This design comes from an exercise in tuning for small area, a short achievable clock period and few clock cycles per item on the open sky130 flow, not from production work. At most, simulation tests tie the RTL to the original design; equivalence was not proved. Power figures rest on the tool's default switching activity, not on a simulated workload.

==> flow/design.v <==
module proc_core_param #(
    parameter int DATA_W = 16,
    parameter int NREG   = 16,
    parameter int PC_W   = 8
) (
    input  logic                    clk,
    input  logic                    rst,
    input  logic                    run,
    output logic [PC_W-1:0]         imem_addr,
    input  logic [DATA_W-1:0]       imem_data,
    input  logic [$clog2(NREG)-1:0] dbg_sel,
    output logic [DATA_W-1:0]       dbg_data,
    output logic                    done,
    output logic                    halted,
    output logic                    zero_flag,
    output logic                    carry_flag,
    output logic                    illegal
);
    localparam int RA_W = $clog2(NREG);
    localparam logic [3:0] OP_NOP  = 4'd0;
    localparam logic [3:0] OP_LDI  = 4'd1;
    localparam logic [3:0] OP_MOV  = 4'd2;
    localparam logic [3:0] OP_ADD  = 4'd3;
    localparam logic [3:0] OP_SUB  = 4'd4;
    localparam logic [3:0] OP_JZ   = 4'd5;
    localparam logic [3:0] OP_HALT = 4'd6;
    logic [PC_W-1:0]              fa;
    logic                         dv;
    logic                         ir_v;
    logic [3:0]                   ir_op;
    logic [RA_W-1:0]              ir_rx, ir_ry;
    logic [DATA_W-1:0]            opa, opb;
    logic                         ir_tk;
    logic [NREG-1:0][DATA_W-1:0]  regs;
    logic [NREG-1:0]              valid, wrow;
    logic [NREG-1:0]              zf, rzero;
    logic                         wzero, d_zero;
    logic [3:0]                   d_op;
    logic [RA_W-1:0]              d_rx, d_ry;
    logic                         two_word, ex, first, d_halt, taken, go, we;
    logic [DATA_W-1:0]            wdata;
    logic [DATA_W:0]              s;
    logic                         sub;
    assign d_op     = imem_data[DATA_W-1 -: 4];
    assign d_rx     = imem_data[DATA_W-5 -: RA_W];
    assign d_ry     = imem_data[DATA_W-5-RA_W -: RA_W];
    assign two_word = (ir_op == OP_LDI) || (ir_op == OP_JZ);
    assign ex       = ir_v && (!two_word || dv);
    assign first    = dv && !(ir_v && two_word);
    assign d_halt   = first && (d_op == OP_HALT);
    assign go       = run && !halted;
    assign we       = ex && (ir_op == OP_LDI || ir_op == OP_MOV || ir_op == OP_ADD || ir_op == OP_SUB);
    assign taken     = ir_v && dv && ir_tk;
    assign imem_addr = taken ? imem_data[PC_W-1:0] : fa;
    logic [DATA_W-1:0] bx, ag, ap, cg, cp;
    assign sub = (ir_op == OP_SUB);
    always_comb begin
        bx = opb ^ {DATA_W{sub}};
        ag = opa & bx;
        ap = opa ^ bx;
        cg = ag;
        cp = ap;
        cg[0] = ag[0] | (ap[0] & sub);
        for (int d = 1; d < DATA_W; d = d * 2)
            for (int i = DATA_W - 1; i >= d; i--) begin
                cg[i] = cg[i] | (cp[i] & cg[i-d]);
                cp[i] = cp[i] & cp[i-d];
            end
    end
    assign s     = {cg[DATA_W-1], ap ^ {cg[DATA_W-2:0], sub}};
    assign wdata = (ir_op == OP_LDI) ? imem_data : (ir_op == OP_MOV) ? opb : s[DATA_W-1:0];
    logic [NREG-1:0]  dbg_oh, a_oh, b_oh;
    assign dbg_oh = ({{(NREG-1){1'b0}}, 1'b1} << dbg_sel) & valid;
    assign a_oh   = ({{(NREG-1){1'b0}}, 1'b1} << ir_rx) & valid;
    assign b_oh   = ({{(NREG-1){1'b0}}, 1'b1} << ir_ry) & valid;
    proc_core_param_rdmux #(.N(NREG), .W(DATA_W)) u_rd_dbg (.oh(dbg_oh), .r(regs), .q(dbg_data));
    proc_core_param_rdmux #(.N(NREG), .W(DATA_W)) u_rd_a   (.oh(a_oh),   .r(regs), .q(opa));
    proc_core_param_rdmux #(.N(NREG), .W(DATA_W)) u_rd_b   (.oh(b_oh),   .r(regs), .q(opb));
    always_ff @(posedge clk or posedge rst) begin
        if (rst) begin
            fa    <= '0;
            dv    <= 1'b0;
            ir_v  <= 1'b0;
            ir_op <= '0;
            ir_rx <= '0;
            ir_ry <= '0;
            ir_tk <= 1'b0;
        end else if (go) begin
            dv <= 1'b1;
            fa <= imem_addr + 1'b1;
            if (first) begin
                ir_v  <= !d_halt;
                ir_op <= d_op;
                ir_rx <= d_rx;
                ir_ry <= d_ry;
                ir_tk <= (d_op == OP_JZ) && d_zero;
            end else if (ex) begin
                ir_v <= 1'b0;
            end
        end else begin
            dv <= 1'b0;
            fa <= fa - {{(PC_W-1){1'b0}}, dv};
        end
    end
    assign wzero  = (wdata == '0);
    assign rzero  = ~valid | zf;
    assign d_zero = (we && ir_rx == d_rx) ? wzero : rzero[d_rx];
    assign wrow = (go && we) ? ({{(NREG-1){1'b0}}, 1'b1} << ir_rx) : '0;
    always_ff @(posedge clk)
        for (int i = 0; i < NREG; i++)
            if (wrow[i]) begin
                regs[i] <= wdata;
                zf[i]   <= wzero;
            end
    always_ff @(posedge clk or posedge rst) begin
        if (rst) valid <= '0;
        else     valid <= valid | wrow;
    end
    always_ff @(posedge clk or posedge rst) begin
        if (rst) begin
            done       <= 1'b0;
            halted     <= 1'b0;
            zero_flag  <= 1'b0;
            carry_flag <= 1'b0;
            illegal    <= 1'b0;
        end else begin
            done <= go && ex;
            if (go) begin
                if (d_halt) halted <= 1'b1;
                if (ex) begin
                    case (ir_op)
                        OP_NOP, OP_LDI, OP_MOV, OP_JZ: ;
                        OP_ADD, OP_SUB: begin
                            zero_flag  <= (s[DATA_W-1:0] == '0);
                            carry_flag <= s[DATA_W] ^ sub;
                        end
                        default: illegal <= 1'b1;
                    endcase
                end
            end
        end
    end
endmodule
module proc_core_param_rdmux #(
    parameter int N = 16,
    parameter int W = 16
) (
    input  logic [N-1:0]   oh,
    input  logic [N*W-1:0] r,
    output logic [W-1:0]   q
);
    always_comb begin
        q = '0;
        for (int i = 0; i < N; i++) q = q | (r[i*W +: W] & {W{oh[i]}});
    end
endmodule
Settings: LEC_CHECK=0, CAP_MARGIN=20, CORE_MARGIN=2, CORE_UTILIZATION=50, CTS_CLUSTER_DIAMETER=100, CTS_CLUSTER_SIZE=20, SETUP_SLACK_MARGIN=2.0, SLEW_MARGIN=20, SYNTH_HIERARCHICAL=1, SYNTH_MINIMUM_KEEP_SIZE=0; clock period 6.0 ns.
run.sh (not shown) runs the stock make flow with config.mk's settings and CLKGATE_MAP_FILE= SYNTH_SCRIPT=/design/flow/synth_recipe.tcl, a recipe that flattens the netlist after the stock synthesis.
Then changed:
--- a/flow/design.v
+++ b/flow/design.v
@@ -26,17 +26,15 @@
     localparam logic [3:0] OP_HALT = 4'd6;
     logic [PC_W-1:0]              fa;
     logic                         dv;
     logic                         ir_v;
     logic [3:0]                   ir_op;
-    logic [RA_W-1:0]              ir_rx, ir_ry;
-    logic [DATA_W-1:0]            opa, opb;
+    logic [RA_W-1:0]              ir_rx;
+    logic [DATA_W-1:0]            opa, opb, opa_d, opb_d;
     logic                         ir_tk;
     logic [NREG-1:0][DATA_W-1:0]  regs;
     logic [NREG-1:0]              valid, wrow;
-    logic [NREG-1:0]              zf, rzero;
-    logic                         wzero, d_zero;
     logic [3:0]                   d_op;
     logic [RA_W-1:0]              d_rx, d_ry;
     logic                         two_word, ex, first, d_halt, taken, go, we;
     logic [DATA_W-1:0]            wdata;
     logic [DATA_W:0]              s;
@@ -68,52 +66,53 @@
             end
     end
     assign s     = {cg[DATA_W-1], ap ^ {cg[DATA_W-2:0], sub}};
     assign wdata = (ir_op == OP_LDI) ? imem_data : (ir_op == OP_MOV) ? opb : s[DATA_W-1:0];
     logic [NREG-1:0]  dbg_oh, a_oh, b_oh;
+    logic [DATA_W-1:0] rd_a, rd_b;
     assign dbg_oh = ({{(NREG-1){1'b0}}, 1'b1} << dbg_sel) & valid;
-    assign a_oh   = ({{(NREG-1){1'b0}}, 1'b1} << ir_rx) & valid;
-    assign b_oh   = ({{(NREG-1){1'b0}}, 1'b1} << ir_ry) & valid;
+    assign a_oh   = ({{(NREG-1){1'b0}}, 1'b1} << d_rx) & valid;
+    assign b_oh   = ({{(NREG-1){1'b0}}, 1'b1} << d_ry) & valid;
     proc_core_param_rdmux #(.N(NREG), .W(DATA_W)) u_rd_dbg (.oh(dbg_oh), .r(regs), .q(dbg_data));
-    proc_core_param_rdmux #(.N(NREG), .W(DATA_W)) u_rd_a   (.oh(a_oh),   .r(regs), .q(opa));
-    proc_core_param_rdmux #(.N(NREG), .W(DATA_W)) u_rd_b   (.oh(b_oh),   .r(regs), .q(opb));
+    proc_core_param_rdmux #(.N(NREG), .W(DATA_W)) u_rd_a   (.oh(a_oh),   .r(regs), .q(rd_a));
+    proc_core_param_rdmux #(.N(NREG), .W(DATA_W)) u_rd_b   (.oh(b_oh),   .r(regs), .q(rd_b));
     always_ff @(posedge clk or posedge rst) begin
         if (rst) begin
             fa    <= '0;
             dv    <= 1'b0;
             ir_v  <= 1'b0;
             ir_op <= '0;
             ir_rx <= '0;
-            ir_ry <= '0;
             ir_tk <= 1'b0;
         end else if (go) begin
             dv <= 1'b1;
             fa <= imem_addr + 1'b1;
             if (first) begin
                 ir_v  <= !d_halt;
                 ir_op <= d_op;
                 ir_rx <= d_rx;
-                ir_ry <= d_ry;
-                ir_tk <= (d_op == OP_JZ) && d_zero;
+                ir_tk <= (d_op == OP_JZ) && (opa_d == '0);
             end else if (ex) begin
                 ir_v <= 1'b0;
             end
         end else begin
             dv <= 1'b0;
             fa <= fa - {{(PC_W-1){1'b0}}, dv};
         end
     end
-    assign wzero  = (wdata == '0);
-    assign rzero  = ~valid | zf;
-    assign d_zero = (we && ir_rx == d_rx) ? wzero : rzero[d_rx];
+    assign opa_d = (we && ir_rx == d_rx) ? wdata : rd_a;
+    assign opb_d = (we && ir_rx == d_ry) ? wdata : rd_b;
+    always_ff @(posedge clk) begin
+        if (go && first) begin
+            opa <= opa_d;
+            opb <= opb_d;
+        end
+    end
     assign wrow = (go && we) ? ({{(NREG-1){1'b0}}, 1'b1} << ir_rx) : '0;
     always_ff @(posedge clk)
         for (int i = 0; i < NREG; i++)
-            if (wrow[i]) begin
-                regs[i] <= wdata;
-                zf[i]   <= wzero;
-            end
+            if (wrow[i]) regs[i] <= wdata;
     always_ff @(posedge clk or posedge rst) begin
         if (rst) valid <= '0;
         else     valid <= valid | wrow;
     end
     always_ff @(posedge clk or posedge rst) begin
Outcome: The new run went through all stages and came out clean. Synthesized cell count grows by a few percent. Sequential share of layout area grows by 5.2 points. Die area grows by a few percent. Worst setup slack gets better by 0.90 ns. Cell count shrinks by a few percent. Non-clock buffer count shrinks by 88. Total power shrinks by well over a third. Via count shrinks by a few percent.
Testbench counts after the change, summed over its fixed seeds: cycles 21,661, instrs 15,299.
Only the layout flow was run in the first run of this note; the RTL was not checked for function there.

[static timing again, ports no longer ideal]
No port has a modelled driver above. Below, the same layouts with a new extraction and two added sets of constraints.
Step 1: set_driving_cell puts a clkbuf_16 on clk and a buf_2 on each other input, an assumption about the parent block.
Step 2 moves the port delays by t, midway between the first and last clock arrival at a register: inputs arrive t later, outputs are due t later. That takes back most of the time a late clock gives input paths.
Slacks: no drivers / after step 1 / after step 2; pairs: no drivers / after step 1.
run | t (ns) | setup slack, ns | worst data-port slew with drivers (ns) | pins driven straight from the clock port
the first run | 0.588 | 1.118 / 1.118 / 1.118 | 0.06 | 1
the second run | 0.582 | 2.014 / 1.989 / 1.473 | 0.04 | 1
After both steps every run listed still meets setup and hold. For the second run, which loses most, drivers alone change the setup slack by -0.025 ns; drivers and shift together by -0.541 ns.
